Source: an optimization exercise on an open RTL-to-GDS flow (aim: small area, a short achievable clock period and few clock cycles). Production flows keep margins and buffers that such runs may drop.

==> inputs of run a <==
## mandel_render_top
module mandel_render_top #(
	parameter int SCREEN_W = 64,
	parameter int SCREEN_H = 48,
	parameter int MAX_ITER = 256,
	parameter int NUM_LANES = 2,
	parameter fixed_point_pkg::fixed_t BASE_STEP = 27'sd393216,
	parameter int ZOOM_MAX = 8
) (
	input  logic clk,
	input  logic reset,
	input  logic zoom_in_i,
	input  logic zoom_out_i,
	input  logic pan_left_i,
	input  logic pan_right_i,
	input  logic pan_up_i,
	input  logic pan_down_i,
	output logic psel_o,
	output logic penable_o,
	output logic pwrite_o,
	output logic [18:0] paddr_o,
	output logic [7:0] pwdata_o,
	input  logic pready_i,
	output logic frame_done_o
);
	logic [5:0] cmd_raw;
	logic [5:0] cmd_q;
	logic any_cmd_q;
	logic rst_q;
	logic init_q;
	logic flush;
	logic block;
	fixed_point_pkg::fixed_t step;
	fixed_point_pkg::fixed_t pan_re;
	fixed_point_pkg::fixed_t pan_im;
	logic push;
	render_pkg::pixel_addr_t push_addr;
	render_pkg::color_t push_color;
	logic credit;
	logic take;
	logic bus_quiet;
	logic engine_idle;
	render_pkg::pixel_addr_t paddr;
	logic complete;
	assign cmd_raw = {zoom_in_i, zoom_out_i, pan_left_i, pan_right_i, pan_up_i, pan_down_i};
	always_ff @(posedge clk) begin
		rst_q <= reset;
		if (reset) begin
			cmd_q <= '0;
			init_q <= 1'b0;
		end else begin
			cmd_q <= cmd_raw;
			init_q <= rst_q || (|cmd_q);
		end
	end
	assign any_cmd_q = |cmd_q;
	assign flush = rst_q || any_cmd_q;
	assign block = |cmd_raw;
	view_control view_control_i (
		.clk(clk),
		.rst(rst_q),
		.cmd_i(cmd_q),
		.step_o(step),
		.pan_re_o(pan_re),
		.pan_im_o(pan_im)
	);
	scan_lane scan_lane_i (
		.clk(clk),
		.rst(rst_q),
		.restart_i(any_cmd_q),
		.init_i(init_q),
		.step_i(step),
		.pan_re_i(pan_re),
		.pan_im_i(pan_im),
		.push_o(push),
		.addr_o(push_addr),
		.color_o(push_color),
		.credit_i(credit),
		.take_o(take),
		.idle_o(engine_idle)
	);
	fb_write_arbiter fb_write_arbiter_i (
		.clk(clk),
		.reset(reset),
		.flush_i(flush),
		.block_i(block),
		.take_i(take),
		.push_i(push),
		.addr_i(push_addr),
		.color_i(push_color),
		.credit_o(credit),
		.quiet_o(bus_quiet),
		.psel_o(psel_o),
		.penable_o(penable_o),
		.paddr_o(paddr),
		.pwdata_o(pwdata_o),
  ...
export LEC_CHECK = 0
export CAP_MARGIN = 80
export CORE_MARGIN = 2
export CORE_UTILIZATION = 40
export SLEW_MARGIN = 80
create_clock -name core_clock -period 15.0 [get_ports {clk}]
run.sh (not shown) runs the stock make flow with config.mk's settings and CLKGATE_MAP_FILE= SYNTH_SCRIPT=/design/flow/synth_recipe.tcl, a recipe that flattens the netlist after the stock synthesis.
==> run b (differences from run a) <==
--- a/flow/config.mk
+++ b/flow/config.mk
@@ -8,4 +8,4 @@
 export CAP_MARGIN = 80
 export CORE_MARGIN = 2
-export CORE_UTILIZATION = 40
+export CORE_UTILIZATION = 65
 export SLEW_MARGIN = 80
==> comparison <==
Synthesized area is the same in run a and run b. Of run a and run b, run b has the higher core utilization (gap 29 points). Design area: run b is lower than run a (1.5%). Die area: run a is larger than run b (about 60%). Of run b and run a, run a has the higher cell count (gap 9.5%, measured against run a). Clock skew: run a is higher than run b (30 ps). Maximum frequency: run a is lower than run b (0.38%). In run b the non-clock buffer count is lower than in run a, by 38.
==> figures <==
Outcome: run a timing/DRC/antenna clean; run b timing/DRC/antenna clean
Fmax achieved: run a 0.167 GHz; run b 0.168 GHz
Area after detailed placement: run a 0.0741 mm^2; run b 0.0728 mm^2
Gr usage total: run a 24.5%; run b 40.2%
Sum of met2 wire segment lengths after detailed routing: run a 91.5 mm; run b 91.4 mm
Final Routed Wirelength: run a 209 mm; run b 210 mm
Setup crit start: run a fb_write_arbiter_i.credits_q[1]; run b scan_lane_i.s1_a1[4]
M1 wire length: run a 85.2 mm; run b 80.4 mm
Clock buffers created by TritonCTS: run a 97; run b 95
Share of final-layout standard cells stronger than drive strength 1: run a 13.3%; run b 13.3%
RD Place Congestion: run a 0.909; run b 0.955
Number of non-clock buffers: run a 363; run b 325
Portion of the layout cell area used by non-clock buffers: run a 5.29%; run b 5.15%
Non-filler cells in the finished layout: run a 9225; run b 8349
First-pass GRT wire length: run a 315 mm; run b 319 mm
Setup slack of the most critical reg-to-reg path: run a 9020 ps; run b 9040 ps
Register share of the cell area: run a 24.3%; run b 24.7%
Origin of the worst min-delay path: run a scan_lane_i.s1_sv[43]; run b scan_lane_i.s1_sv[15]
No run of this note included a check of the RTL's function; only the layout flow was run.


==> job 4014 <==
mandel_render_top, a different RTL version from the one above (not shown whole).
clock: 15.0 ns
lec_check: 0
cap_margin: 80
core_margin: 2
core_utilization: 40
slew_margin: 80
==> job 6575 (differences from job 4014) <==
--- a/flow/design.v
+++ b/flow/design.v
@@ -21,48 +21,10 @@
 		else if (count[2])
 			escape_color = 8'b011_010_10;
 		else
 			escape_color = 8'b010_100_10;
 	endfunction
-	function automatic logic [26:0] ks_add27(input logic [26:0] a, input logic [26:0] b,
-		input logic cin);
-		logic [26:0] g, p, gg, pp, gn, pn;
-		logic [26:0] c;
-		g = a & b;
-		p = a ^ b;
-		gg = g;
-		pp = p;
-		gg[0] = g[0] | (p[0] & cin);
-		for (int d = 1; d < 27; d = d * 2) begin
-			gn = gg;
-			pn = pp;
-			for (int i = d; i < 27; i++) begin
-				gn[i] = gg[i] | (pp[i] & gg[i - d]);
-				pn[i] = pp[i] & pp[i - d];
-			end
-			gg = gn;
-			pp = pn;
-		end
-		c = {gg[25:0], cin};
-		ks_add27 = p ^ c;
-	endfunction
-	function automatic logic ks_carry23(input logic [22:0] a, input logic [22:0] b);
-		logic [22:0] gg, pp, gn, pn;
-		gg = a & b;
-		pp = a | b;
-		for (int d = 1; d < 23; d = d * 2) begin
-			gn = gg;
-			pn = pp;
-			for (int i = d; i < 23; i++) begin
-				gn[i] = gg[i] | (pp[i] & gg[i - d]);
-				pn[i] = pp[i] & pp[i - d];
-			end
-			gg = gn;
-			pp = pn;
-		end
-		ks_carry23 = gg[22];
-	endfunction
 endpackage
 module iter_heaps (
 	input  logic [25:0] zr,
 	input  logic [25:0] zi,
 	input  logic [12:0] bone,
@@ -3499,11 +3461,11 @@
 	input  fixed_point_pkg::fixed_t pan_re_i,
 	input  fixed_point_pkg::fixed_t pan_im_i,
 	output logic push_o,
 	output render_pkg::pixel_addr_t addr_o,
 	output render_pkg::color_t color_o,
-	input  logic credit_nx_i,
+	input  logic credit_i,
 	output logic take_o,
 	output logic idle_o
 );
 	function automatic logic [25:0] booth_ctl(input fixed_point_pkg::fixed_t v);
 		logic [12:0] one, two;
@@ -3525,14 +3487,18 @@
 	fixed_point_pkg::fixed_t top_im;
 	fixed_point_pkg::fixed_t next_ci;
 	assign row_re = fixed_point_pkg::ORIGIN_RE + pan_re_i;
 	assign top_im = fixed_point_pkg::ORIGIN_IM + pan_im_i;
 	assign next_ci = gen_ci - step_i;
-	assign gen_left_nx = !(rst || restart_i) &&
-		(init_i || (gen_left && !(take && gen_addr == 12'd3071)));
 	always_ff @(posedge clk) begin
-		gen_left <= gen_left_nx;
+		if (rst || restart_i) begin
+			gen_left <= 1'b0;
+		end else if (init_i) begin
+			gen_left <= 1'b1;
+		end else if (take && gen_addr == 12'd3071) begin
+			gen_left <= 1'b0;
+		end
 		if (init_i) begin
 			gen_addr <= '0;
 			gen_cr <= row_re;
 			gen_ci <= top_im;
 			gen_bc <= booth_ctl(top_im);
@@ -3551,11 +3517,10 @@
 	fixed_point_pkg::fixed_t s0_zr, s0_zi, s0_cr, s0_ci;
 	logic [25:0] s0_bc;
 	render_pkg::iter_t s0_n;
 	logic [51:0] s0_sv;
 	render_pkg::pixel_addr_t s0_addr;
-	logic s0_load;
 	logic load;
 	logic x_run;
 	fixed_point_pkg::fixed_t x_zr, x_zi, x_cr, x_ci;
 	logic [25:0] x_bc;
 	render_pkg::iter_t x_n;
@@ -3566,11 +3531,11 @@
 	logic [48:0] p0, p1;
 	function automatic logic in_range(input fixed_point_pkg::fixed_t v);
 		in_range = (v[26:24] == 3'b000) || (v[26:24] == 3'b111) ||
 			(v == 27'sh1000000);
 	endfunction
-	assign load = s0_load;
+	assign load = !s0_run && gen_left && credit_i;
 	assign take = load && !restart_i;
 	assign take_o = take;
 	always_comb begin
 		if (load) begin
 			x_run = 1'b1;
@@ -3634,45 +3599,40 @@
 		s1_b0 <= b0;
 		s1_b1 <= b1;
 		s1_p0 <= p0;
 		s1_p1 <= p1;
 	end
-	logic ca, cb, cp;
-	logic gen_left_nx;
-	logic [26:0] r0, r1, e0, e1, e_sum, zi_sum;
+	logic [23:0] lo_a, lo_b, lo_p;
+	logic [26:0] r0, r1, e0, e1, e_sum;
 	fixed_point_pkg::fixed_t zr_new, zi_new;
 	logic esc, fin;
 	render_pkg::color_t fin_color;
-	assign ca = render_pkg::ks_carry23(s1_a0[22:0], s1_a1[22:0]);
-	assign cb = render_pkg::ks_carry23(s1_b0[22:0], s1_b1[22:0]);
-	assign cp = render_pkg::ks_carry23(s1_p0[22:0], s1_p1[22:0]);
+	assign lo_a = {1'b0, s1_a0[22:0]} + {1'b0, s1_a1[22:0]};
+	assign lo_b = {1'b0, s1_b0[22:0]} + {1'b0, s1_b1[22:0]};
+	assign lo_p = {1'b0, s1_p0[22:0]} + {1'b0, s1_p1[22:0]};
 	iter_merge iter_merge_i (
 		.a0(s1_a0[49:23]), .a1(s1_a1[49:23]),
 		.b0(s1_b0[49:23]), .b1(s1_b1[49:23]),
-		.ca(ca), .cb(cb),
+		.ca(lo_a[23]), .cb(lo_b[23]),
 		.cr(s1_cr),
 		.r0(r0), .r1(r1),
 		.e0(e0), .e1(e1)
 	);
-	assign zr_new = render_pkg::ks_add27(r0, r1, 1'b0);
-	assign zi_sum = render_pkg::ks_add27({1'b0, s1_p0[48:23]}, {1'b0, s1_p1[48:23]}, cp);
-	assign zi_new = {zi_sum[25:0], s1_ci[0]};
-	assign e_sum = render_pkg::ks_add27(e0, e1, 1'b0);
+	assign zr_new = r0 + r1;
+	assign zi_new = {s1_p0[48:23] + s1_p1[48:23] + 26'(lo_p[23]), s1_ci[0]};
+	assign e_sum = e0 + e1;
 	assign esc = s1_rng || !e_sum[26];
 	assign fin = esc || s1_n[8] || s1_match;
 	assign fin_color = (esc && !s1_n[8]) ? render_pkg::escape_color(s1_n) : 8'h00;
 	assign push_o = s1_run && fin && !restart_i;
 	assign addr_o = s1_addr;
 	assign color_o = fin_color;
 	always_ff @(posedge clk) begin
-		if (rst || restart_i) begin
+		if (rst || restart_i)
 			s0_run <= 1'b0;
-			s0_load <= 1'b0;
-		end else begin
+		else
 			s0_run <= s1_run && !fin;
-			s0_load <= !(s1_run && !fin) && gen_left_nx && credit_nx_i;
-		end
 		s0_zr <= zr_new;
 		s0_zi <= zi_new;
 		s0_bc <= booth_ctl(zi_new);
 		s0_cr <= s1_cr;
 		s0_ci <= s1_ci;
@@ -3731,11 +3691,11 @@
 	input  logic block_i,
 	input  logic take_i,
 	input  logic push_i,
 	input  render_pkg::pixel_addr_t addr_i,
 	input  render_pkg::color_t color_i,
-	output logic credit_nx_o,
+	output logic credit_o,
 	output logic quiet_o,
 	output logic psel_o,
 	output logic penable_o,
 	output render_pkg::pixel_addr_t paddr_o,
 	output render_pkg::color_t pwdata_o,
@@ -3746,30 +3706,26 @@
 	render_pkg::color_t color_q [DEPTH];
 	logic [AW-1:0] rd_q;
 	logic [AW-1:0] wr_q;
 	logic [DEPTH-1:0] valid_q;
 	logic [AW:0] credits_q;
-	logic [AW:0] credits_nx;
 	logic idle_q;
 	logic setup_q;
 	logic bus_free;
 	logic pop;
 	logic start;
-	assign credits_nx = flush_i ? (AW+1)'(DEPTH) :
-		credits_q - (AW+1)'(take_i) + (AW+1)'(pop);
-	assign credit_nx_o = (credits_nx != '0);
+	assign credit_o = (credits_q != '0);
 	assign quiet_o = !valid_q[rd_q] && idle_q;
 	assign bus_free = idle_q || (!setup_q && pready_i);
 	assign pop = valid_q[rd_q] && !flush_i && bus_free;
 	assign start = pop && !block_i;
-	always_ff @(posedge clk)
-		credits_q <= credits_nx;
 	always_ff @(posedge clk) begin
 		if (flush_i) begin
 			rd_q <= '0;
 			wr_q <= '0;
 			valid_q <= '0;
+			credits_q <= (AW+1)'(DEPTH);
 		end else begin
 			if (push_i) begin
 				addr_q[wr_q] <= addr_i;
 				color_q[wr_q] <= color_i;
 				wr_q <= wr_q + 1'b1;
@@ -3780,10 +3736,11 @@
 				if (push_i && wr_q == AW'(k))
 					valid_q[k] <= 1'b1;
 				else if (pop && rd_q == AW'(k))
 					valid_q[k] <= 1'b0;
 			end
+			credits_q <= credits_q - (AW+1)'(take_i) + (AW+1)'(pop);
 		end
 	end
 	always_ff @(posedge clk) begin
 		if (reset) begin
 			psel_o <= 1'b0;
@@ -3847,11 +3804,11 @@
 	fixed_point_pkg::fixed_t pan_re;
 	fixed_point_pkg::fixed_t pan_im;
 	logic push;
 	render_pkg::pixel_addr_t push_addr;
 	render_pkg::color_t push_color;
-	logic credit_nx;
+	logic credit;
 	logic take;
 	logic bus_quiet;
 	logic engine_idle;
 	render_pkg::pixel_addr_t paddr;
 	logic complete;
@@ -3886,11 +3843,11 @@
 		.pan_re_i(pan_re),
 		.pan_im_i(pan_im),
 		.push_o(push),
 		.addr_o(push_addr),
 		.color_o(push_color),
-		.credit_nx_i(credit_nx),
+		.credit_i(credit),
 		.take_o(take),
 		.idle_o(engine_idle)
 	);
 	fb_write_arbiter fb_write_arbiter_i (
 		.clk(clk),
@@ -3899,11 +3856,11 @@
 		.block_i(block),
 		.take_i(take),
 		.push_i(push),
 		.addr_i(push_addr),
 		.color_i(push_color),
-		.credit_nx_o(credit_nx),
+		.credit_o(credit),
 		.quiet_o(bus_quiet),
 		.psel_o(psel_o),
 		.penable_o(penable_o),
 		.paddr_o(paddr),
 		.pwdata_o(pwdata_o),
==> flow/flow/run.sh (new file) <==
#!/bin/bash
# The standard layout (the standard.sh: standard synthesis, floorplan,
# placement, CTS, routing), with ORFS's timing repair asked for a setup
# margin of 10.5 ns: the clock, its 15 ns period and the I/O constraints are
# unchanged, repair just keeps going until paths are 10.5 ns inside them.
set -euo pipefail
export SETUP_SLACK_MARGIN=10.5
bash standard.sh > standard.log 2>&1
==> flow/standard.sh (new file) <==
#!/bin/bash
# synth_recipe.tcl (not shown) runs the flow's synth.tcl, then flattens the netlist and writes it again
# the make line also repeats each setting of config.mk as NAME=value (left out here)
make -C /OpenROAD-flow-scripts/flow DESIGN_CONFIG=/design/flow/config.mk WORK_HOME=/design/flow/orfs CLKGATE_MAP_FILE= SYNTH_SCRIPT=/design/flow/synth_recipe.tcl "${@:-finish}"
removed: flow/run.sh
==> job 4384 (differences from job 4014) <==
--- a/flow/design.v
+++ b/flow/design.v
@@ -21,48 +21,10 @@
 		else if (count[2])
 			escape_color = 8'b011_010_10;
 		else
 			escape_color = 8'b010_100_10;
 	endfunction
-	function automatic logic [26:0] ks_add27(input logic [26:0] a, input logic [26:0] b,
-		input logic cin);
-		logic [26:0] g, p, gg, pp, gn, pn;
-		logic [26:0] c;
-		g = a & b;
-		p = a ^ b;
-		gg = g;
-		pp = p;
-		gg[0] = g[0] | (p[0] & cin);
-		for (int d = 1; d < 27; d = d * 2) begin
-			gn = gg;
-			pn = pp;
-			for (int i = d; i < 27; i++) begin
-				gn[i] = gg[i] | (pp[i] & gg[i - d]);
-				pn[i] = pp[i] & pp[i - d];
-			end
-			gg = gn;
-			pp = pn;
-		end
-		c = {gg[25:0], cin};
-		ks_add27 = p ^ c;
-	endfunction
-	function automatic logic ks_carry23(input logic [22:0] a, input logic [22:0] b);
-		logic [22:0] gg, pp, gn, pn;
-		gg = a & b;
-		pp = a | b;
-		for (int d = 1; d < 23; d = d * 2) begin
-			gn = gg;
-			pn = pp;
-			for (int i = d; i < 23; i++) begin
-				gn[i] = gg[i] | (pp[i] & gg[i - d]);
-				pn[i] = pp[i] & pp[i - d];
-			end
-			gg = gn;
-			pp = pn;
-		end
-		ks_carry23 = gg[22];
-	endfunction
 endpackage
 module iter_heaps (
 	input  logic [25:0] zr,
 	input  logic [25:0] zi,
 	input  logic [12:0] bone,
@@ -3499,14 +3461,16 @@
 	input  fixed_point_pkg::fixed_t pan_re_i,
 	input  fixed_point_pkg::fixed_t pan_im_i,
 	output logic push_o,
 	output render_pkg::pixel_addr_t addr_o,
 	output render_pkg::color_t color_o,
-	input  logic credit_nx_i,
-	output logic take_o,
+	input  logic full_i,
 	output logic idle_o
 );
+	localparam logic [1:0] ST_IDLE = 2'd0;
+	localparam logic [1:0] ST_RUN = 2'd1;
+	localparam logic [1:0] ST_WAIT = 2'd2;
 	function automatic logic [25:0] booth_ctl(input fixed_point_pkg::fixed_t v);
 		logic [12:0] one, two;
 		logic lo;
 		for (int k = 0; k < 13; k++) begin
 			lo = (k == 0) ? 1'b0 : v[2 * k - 1];
@@ -3525,14 +3489,18 @@
 	fixed_point_pkg::fixed_t top_im;
 	fixed_point_pkg::fixed_t next_ci;
 	assign row_re = fixed_point_pkg::ORIGIN_RE + pan_re_i;
 	assign top_im = fixed_point_pkg::ORIGIN_IM + pan_im_i;
 	assign next_ci = gen_ci - step_i;
-	assign gen_left_nx = !(rst || restart_i) &&
-		(init_i || (gen_left && !(take && gen_addr == 12'd3071)));
 	always_ff @(posedge clk) begin
-		gen_left <= gen_left_nx;
+		if (rst || restart_i) begin
+			gen_left <= 1'b0;
+		end else if (init_i) begin
+			gen_left <= 1'b1;
+		end else if (take && gen_addr == 12'd3071) begin
+			gen_left <= 1'b0;
+		end
 		if (init_i) begin
 			gen_addr <= '0;
 			gen_cr <= row_re;
 			gen_ci <= top_im;
 			gen_bc <= booth_ctl(top_im);
@@ -3545,19 +3513,18 @@
 			end else begin
 				gen_cr <= gen_cr + step_i;
 			end
 		end
 	end
-	logic s0_run;
+	logic [1:0] s0_st;
 	fixed_point_pkg::fixed_t s0_zr, s0_zi, s0_cr, s0_ci;
 	logic [25:0] s0_bc;
 	render_pkg::iter_t s0_n;
 	logic [51:0] s0_sv;
 	render_pkg::pixel_addr_t s0_addr;
-	logic s0_load;
 	logic load;
-	logic x_run;
+	logic [1:0] x_st;
 	fixed_point_pkg::fixed_t x_zr, x_zi, x_cr, x_ci;
 	logic [25:0] x_bc;
 	render_pkg::iter_t x_n;
 	logic [51:0] x_sv;
 	render_pkg::pixel_addr_t x_addr;
@@ -3566,26 +3533,25 @@
 	logic [48:0] p0, p1;
 	function automatic logic in_range(input fixed_point_pkg::fixed_t v);
 		in_range = (v[26:24] == 3'b000) || (v[26:24] == 3'b111) ||
 			(v == 27'sh1000000);
 	endfunction
-	assign load = s0_load;
-	assign take = load && !restart_i;
-	assign take_o = take;
+	assign load = (s0_st == ST_IDLE) && gen_left && !restart_i && !init_i;
+	assign take = load;
 	always_comb begin
 		if (load) begin
-			x_run = 1'b1;
+			x_st = ST_RUN;
 			x_zr = gen_cr;
 			x_zi = gen_ci;
 			x_bc = gen_bc;
 			x_cr = gen_cr;
 			x_ci = gen_ci;
 			x_n = 9'd1;
 			x_sv = {gen_cr[25:0], gen_ci[25:0]};
 			x_addr = gen_addr;
 		end else begin
-			x_run = s0_run;
+			x_st = s0_st;
 			x_zr = s0_zr;
 			x_zi = s0_zi;
 			x_bc = s0_bc;
 			x_cr = s0_cr;
 			x_ci = s0_ci;
@@ -3603,29 +3569,29 @@
 		.cim(x_ci[26:1]),
 		.a0(a0), .a1(a1),
 		.b0(b0), .b1(b1),
 		.p0(p0), .p1(p1)
 	);
-	logic s1_run;
+	logic [1:0] s1_st;
 	fixed_point_pkg::fixed_t s1_cr, s1_ci;
 	render_pkg::iter_t s1_n;
 	logic [51:0] s1_sv;
 	render_pkg::pixel_addr_t s1_addr;
 	logic s1_rng;
 	logic s1_match;
 	logic [49:0] s1_a0, s1_a1, s1_b0, s1_b1;
 	logic [48:0] s1_p0, s1_p1;
 	always_ff @(posedge clk) begin
 		if (rst || restart_i)
-			s1_run <= 1'b0;
+			s1_st <= ST_IDLE;
 		else
-			s1_run <= x_run;
+			s1_st <= x_st;
 		s1_cr <= x_cr;
 		s1_ci <= x_ci;
 		s1_n <= x_n;
 		s1_addr <= x_addr;
-		if (x_n[3:0] == 4'd1)
+		if (x_st == ST_RUN && x_n[3:0] == 4'd1)
 			s1_sv <= x_zz;
 		else
 			s1_sv <= x_sv;
 		s1_rng <= !(in_range(x_zr) && in_range(x_zi));
 		s1_match <= (x_zz == x_sv) && (x_n != 9'd1);
@@ -3634,55 +3600,57 @@
 		s1_b0 <= b0;
 		s1_b1 <= b1;
 		s1_p0 <= p0;
 		s1_p1 <= p1;
 	end
-	logic ca, cb, cp;
-	logic gen_left_nx;
-	logic [26:0] r0, r1, e0, e1, e_sum, zi_sum;
+	logic [23:0] lo_a, lo_b, lo_p;
+	logic [26:0] r0, r1, e0, e1, e_sum;
 	fixed_point_pkg::fixed_t zr_new, zi_new;
 	logic esc, fin;
 	render_pkg::color_t fin_color;
-	assign ca = render_pkg::ks_carry23(s1_a0[22:0], s1_a1[22:0]);
-	assign cb = render_pkg::ks_carry23(s1_b0[22:0], s1_b1[22:0]);
-	assign cp = render_pkg::ks_carry23(s1_p0[22:0], s1_p1[22:0]);
+	logic out_ready;
+	assign lo_a = {1'b0, s1_a0[22:0]} + {1'b0, s1_a1[22:0]};
+	assign lo_b = {1'b0, s1_b0[22:0]} + {1'b0, s1_b1[22:0]};
+	assign lo_p = {1'b0, s1_p0[22:0]} + {1'b0, s1_p1[22:0]};
 	iter_merge iter_merge_i (
 		.a0(s1_a0[49:23]), .a1(s1_a1[49:23]),
 		.b0(s1_b0[49:23]), .b1(s1_b1[49:23]),
-		.ca(ca), .cb(cb),
+		.ca(lo_a[23]), .cb(lo_b[23]),
 		.cr(s1_cr),
 		.r0(r0), .r1(r1),
 		.e0(e0), .e1(e1)
 	);
-	assign zr_new = render_pkg::ks_add27(r0, r1, 1'b0);
-	assign zi_sum = render_pkg::ks_add27({1'b0, s1_p0[48:23]}, {1'b0, s1_p1[48:23]}, cp);
-	assign zi_new = {zi_sum[25:0], s1_ci[0]};
-	assign e_sum = render_pkg::ks_add27(e0, e1, 1'b0);
+	assign zr_new = r0 + r1;
+	assign zi_new = {s1_p0[48:23] + s1_p1[48:23] + 26'(lo_p[23]), s1_ci[0]};
+	assign e_sum = e0 + e1;
 	assign esc = s1_rng || !e_sum[26];
 	assign fin = esc || s1_n[8] || s1_match;
 	assign fin_color = (esc && !s1_n[8]) ? render_pkg::escape_color(s1_n) : 8'h00;
-	assign push_o = s1_run && fin && !restart_i;
+	assign out_ready = (s1_st == ST_WAIT) || (s1_st == ST_RUN && fin);
+	assign push_o = out_ready && !full_i && !restart_i;
 	assign addr_o = s1_addr;
-	assign color_o = fin_color;
+	assign color_o = (s1_st == ST_WAIT) ? s1_sv[7:0] : fin_color;
 	always_ff @(posedge clk) begin
 		if (rst || restart_i) begin
-			s0_run <= 1'b0;
-			s0_load <= 1'b0;
+			s0_st <= ST_IDLE;
+		end else if (out_ready) begin
+			s0_st <= full_i ? ST_WAIT : ST_IDLE;
 		end else begin
-			s0_run <= s1_run && !fin;
-			s0_load <= !(s1_run && !fin) && gen_left_nx && credit_nx_i;
+			s0_st <= s1_st;
 		end
 		s0_zr <= zr_new;
 		s0_zi <= zi_new;
 		s0_bc <= booth_ctl(zi_new);
 		s0_cr <= s1_cr;
 		s0_ci <= s1_ci;
 		s0_n <= s1_n + 1'b1;
 		s0_sv <= s1_sv;
+		if (s1_st == ST_RUN && fin)
+			s0_sv[7:0] <= fin_color;
 		s0_addr <= s1_addr;
 	end
-	assign idle_o = !gen_left && !s0_run && !s1_run;
+	assign idle_o = !gen_left && (s0_st == ST_IDLE) && (s1_st == ST_IDLE);
 endmodule
 `timescale 1ns/100ps
 module view_control (
 	input  logic clk,
 	input  logic rst,
@@ -3720,70 +3688,61 @@
 				pan_im_q <= pan_im_q + 1'b1;
 		end
 	end
 endmodule
 `timescale 1ns/100ps
-module fb_write_arbiter #(
-	parameter int DEPTH = 4
-) (
+module fb_write_arbiter (
 	input  logic clk,
 	input  logic reset,
 	input  logic flush_i,
+	input  logic stale_i,
 	input  logic block_i,
-	input  logic take_i,
 	input  logic push_i,
 	input  render_pkg::pixel_addr_t addr_i,
 	input  render_pkg::color_t color_i,
-	output logic credit_nx_o,
+	output logic full_o,
 	output logic quiet_o,
 	output logic psel_o,
 	output logic penable_o,
 	output render_pkg::pixel_addr_t paddr_o,
 	output render_pkg::color_t pwdata_o,
 	input  logic pready_i
 );
-	localparam int AW = $clog2(DEPTH);
-	render_pkg::pixel_addr_t addr_q [DEPTH];
-	render_pkg::color_t color_q [DEPTH];
-	logic [AW-1:0] rd_q;
-	logic [AW-1:0] wr_q;
-	logic [DEPTH-1:0] valid_q;
-	logic [AW:0] credits_q;
-	logic [AW:0] credits_nx;
+	logic hv, tv;
+	render_pkg::pixel_addr_t h_addr, t_addr;
+	render_pkg::color_t h_color, t_color;
 	logic idle_q;
 	logic setup_q;
 	logic bus_free;
 	logic pop;
 	logic start;
-	assign credits_nx = flush_i ? (AW+1)'(DEPTH) :
-		credits_q - (AW+1)'(take_i) + (AW+1)'(pop);
-	assign credit_nx_o = (credits_nx != '0);
-	assign quiet_o = !valid_q[rd_q] && idle_q;
+	assign full_o = hv && tv;
+	assign quiet_o = !hv && idle_q;
 	assign bus_free = idle_q || (!setup_q && pready_i);
-	assign pop = valid_q[rd_q] && !flush_i && bus_free;
+	assign pop = hv && !stale_i && bus_free;
 	assign start = pop && !block_i;
-	always_ff @(posedge clk)
-		credits_q <= credits_nx;
 	always_ff @(posedge clk) begin
 		if (flush_i) begin
-			rd_q <= '0;
-			wr_q <= '0;
-			valid_q <= '0;
+			hv <= 1'b0;
+			tv <= 1'b0;
+		end else if (pop) begin
+			hv <= tv || push_i;
+			tv <= tv && push_i;
 		end else begin
-			if (push_i) begin
-				addr_q[wr_q] <= addr_i;
-				color_q[wr_q] <= color_i;
-				wr_q <= wr_q + 1'b1;
-			end
-			if (pop)
-				rd_q <= rd_q + 1'b1;
-			for (int k = 0; k < DEPTH; k++) begin
-				if (push_i && wr_q == AW'(k))
-					valid_q[k] <= 1'b1;
-				else if (pop && rd_q == AW'(k))
-					valid_q[k] <= 1'b0;
-			end
+			hv <= hv || push_i;
+			tv <= tv || (hv && push_i);
+		end
+		if (pop ? !tv : !hv) begin
+			h_addr <= addr_i;
+			h_color <= color_i;
+		end else if (pop) begin
+			h_addr <= t_addr;
+			h_color <= t_color;
+		end
+		if (push_i && (pop ? tv : hv)) begin
+			t_addr <= addr_i;
+			t_color <= color_i;
 		end
 	end
 	always_ff @(posedge clk) begin
 		if (reset) begin
 			psel_o <= 1'b0;
@@ -3804,12 +3763,12 @@
 			idle_q <= 1'b1;
 		end
 	end
 	always_ff @(posedge clk) begin
 		if (bus_free) begin
-			paddr_o <= addr_q[rd_q];
-			pwdata_o <= color_q[rd_q];
+			paddr_o <= h_addr;
+			pwdata_o <= h_color;
 		end
 	end
 endmodule
 `timescale 1ns/100ps
 module mandel_render_top #(
@@ -3847,12 +3806,11 @@
 	fixed_point_pkg::fixed_t pan_re;
 	fixed_point_pkg::fixed_t pan_im;
 	logic push;
 	render_pkg::pixel_addr_t push_addr;
 	render_pkg::color_t push_color;
-	logic credit_nx;
-	logic take;
+	logic buf_full;
 	logic bus_quiet;
 	logic engine_idle;
 	render_pkg::pixel_addr_t paddr;
 	logic complete;
 	assign cmd_raw = {zoom_in_i, zoom_out_i, pan_left_i, pan_right_i, pan_up_i, pan_down_i};
@@ -3886,24 +3844,23 @@
 		.pan_re_i(pan_re),
 		.pan_im_i(pan_im),
 		.push_o(push),
 		.addr_o(push_addr),
 		.color_o(push_color),
-		.credit_nx_i(credit_nx),
-		.take_o(take),
+		.full_i(buf_full),
 		.idle_o(engine_idle)
 	);
 	fb_write_arbiter fb_write_arbiter_i (
 		.clk(clk),
 		.reset(reset),
 		.flush_i(flush),
+		.stale_i(flush),
 		.block_i(block),
-		.take_i(take),
 		.push_i(push),
 		.addr_i(push_addr),
 		.color_i(push_color),
-		.credit_nx_o(credit_nx),
+		.full_o(buf_full),
 		.quiet_o(bus_quiet),
 		.psel_o(psel_o),
 		.penable_o(penable_o),
 		.paddr_o(paddr),
 		.pwdata_o(pwdata_o),
==> results.json <==
{
  "status": "complete, no violations",
  "fmax_mhz": 182,
  "cts_sinks": 861,
  "wl_um": 251000,
  "dr.pass1.iters": 7,
  "ys_types": 94,
  "synth-xor-area-share": 0.0769,
  "layoutNonFillerInstCount": 9734,
  "worst_hold_slack_ns": 0.310,
  "numCtsBuffers": 98,
  "sh_seq_area": 0.213,
  "synthTopCellsByArea": "fa_1 28%, dfxtp_1 20%, edfxtp_1 7.8%"
}
# the run above: job 6575

==> results.json <==
{
  "status": "complete, no violations",
  "numCtsBuffers": 97,
  "sh_seq_area": 0.242,
  "place_ws_ns": 8.61,
  "ys_types": 87,
  "dr.pass1.iters": 9,
  "cts_tree": "built",
  "worst_hold_slack_ns": 0.325,
  "synthTopCellsByArea": "fa_1 28%, dfxtp_1 21%, edfxtp_1 7.9%",
  "fin_ws_ns": 8.53,
  "postCtsSetupRepairBufs": 0,
  "synth-xor-area-share": 0.0721,
  "fmax_mhz": 155
}
# the run above: job 4014

==> results.json <==
{
  "status": "complete, no violations",
  "worst_hold_slack_ns": 0.290,
  "cts_sinks": 814,
  "io_buffers": 32,
  "synthTopCellsByArea": "fa_1 29%, dfxtp_1 21%, inv_1 7.0%",
  "layoutNonFillerInstCount": 9228,
  "synthAdderAreaFrac": 0.348,
  "sh_seq_area": 0.231,
  "numCtsBuffers": 94
}
# the run above: job 4384

Function was not checked in any run of this note: the RTL went through the layout flow alone.

what the ideal ports hide:
How much do the figures lean on ideal ports? The routed layouts below were timed once more, with nothing changed but the port constraints.
Step 1 assumes that a clkbuf_16 drives the clock port and a buf_2 every other input.
Step 2 also shifts input and output timing later by t, the mid clock arrival at the registers, as if the neighbouring blocks saw the same clock.
Slacks: no drivers / after step 1 / after step 2; pairs: no drivers / after step 1.
run | t, ns | setup slack, ns | hold WS [ns]
run a | 0.801 | 9.021 / 9.021 / 9.021 | 0.287 / 0.287 / 0.287
run b | 0.761 | 9.044 / 9.044 / 9.044 | 0.319 / 0.319 / 0.319
job 4014 | 0.816 | 8.529 / 8.529 / 8.529 | 0.325 / 0.325 / 0.325
job 6575 | 0.832 | 9.518 / 9.518 / 9.518 | 0.310 / 0.310 / 0.310
job 4384 | 0.811 | 8.156 / 8.156 / 8.156 | 0.290 / 0.290 / 0.290
After both steps setup and hold are still met in every run listed.
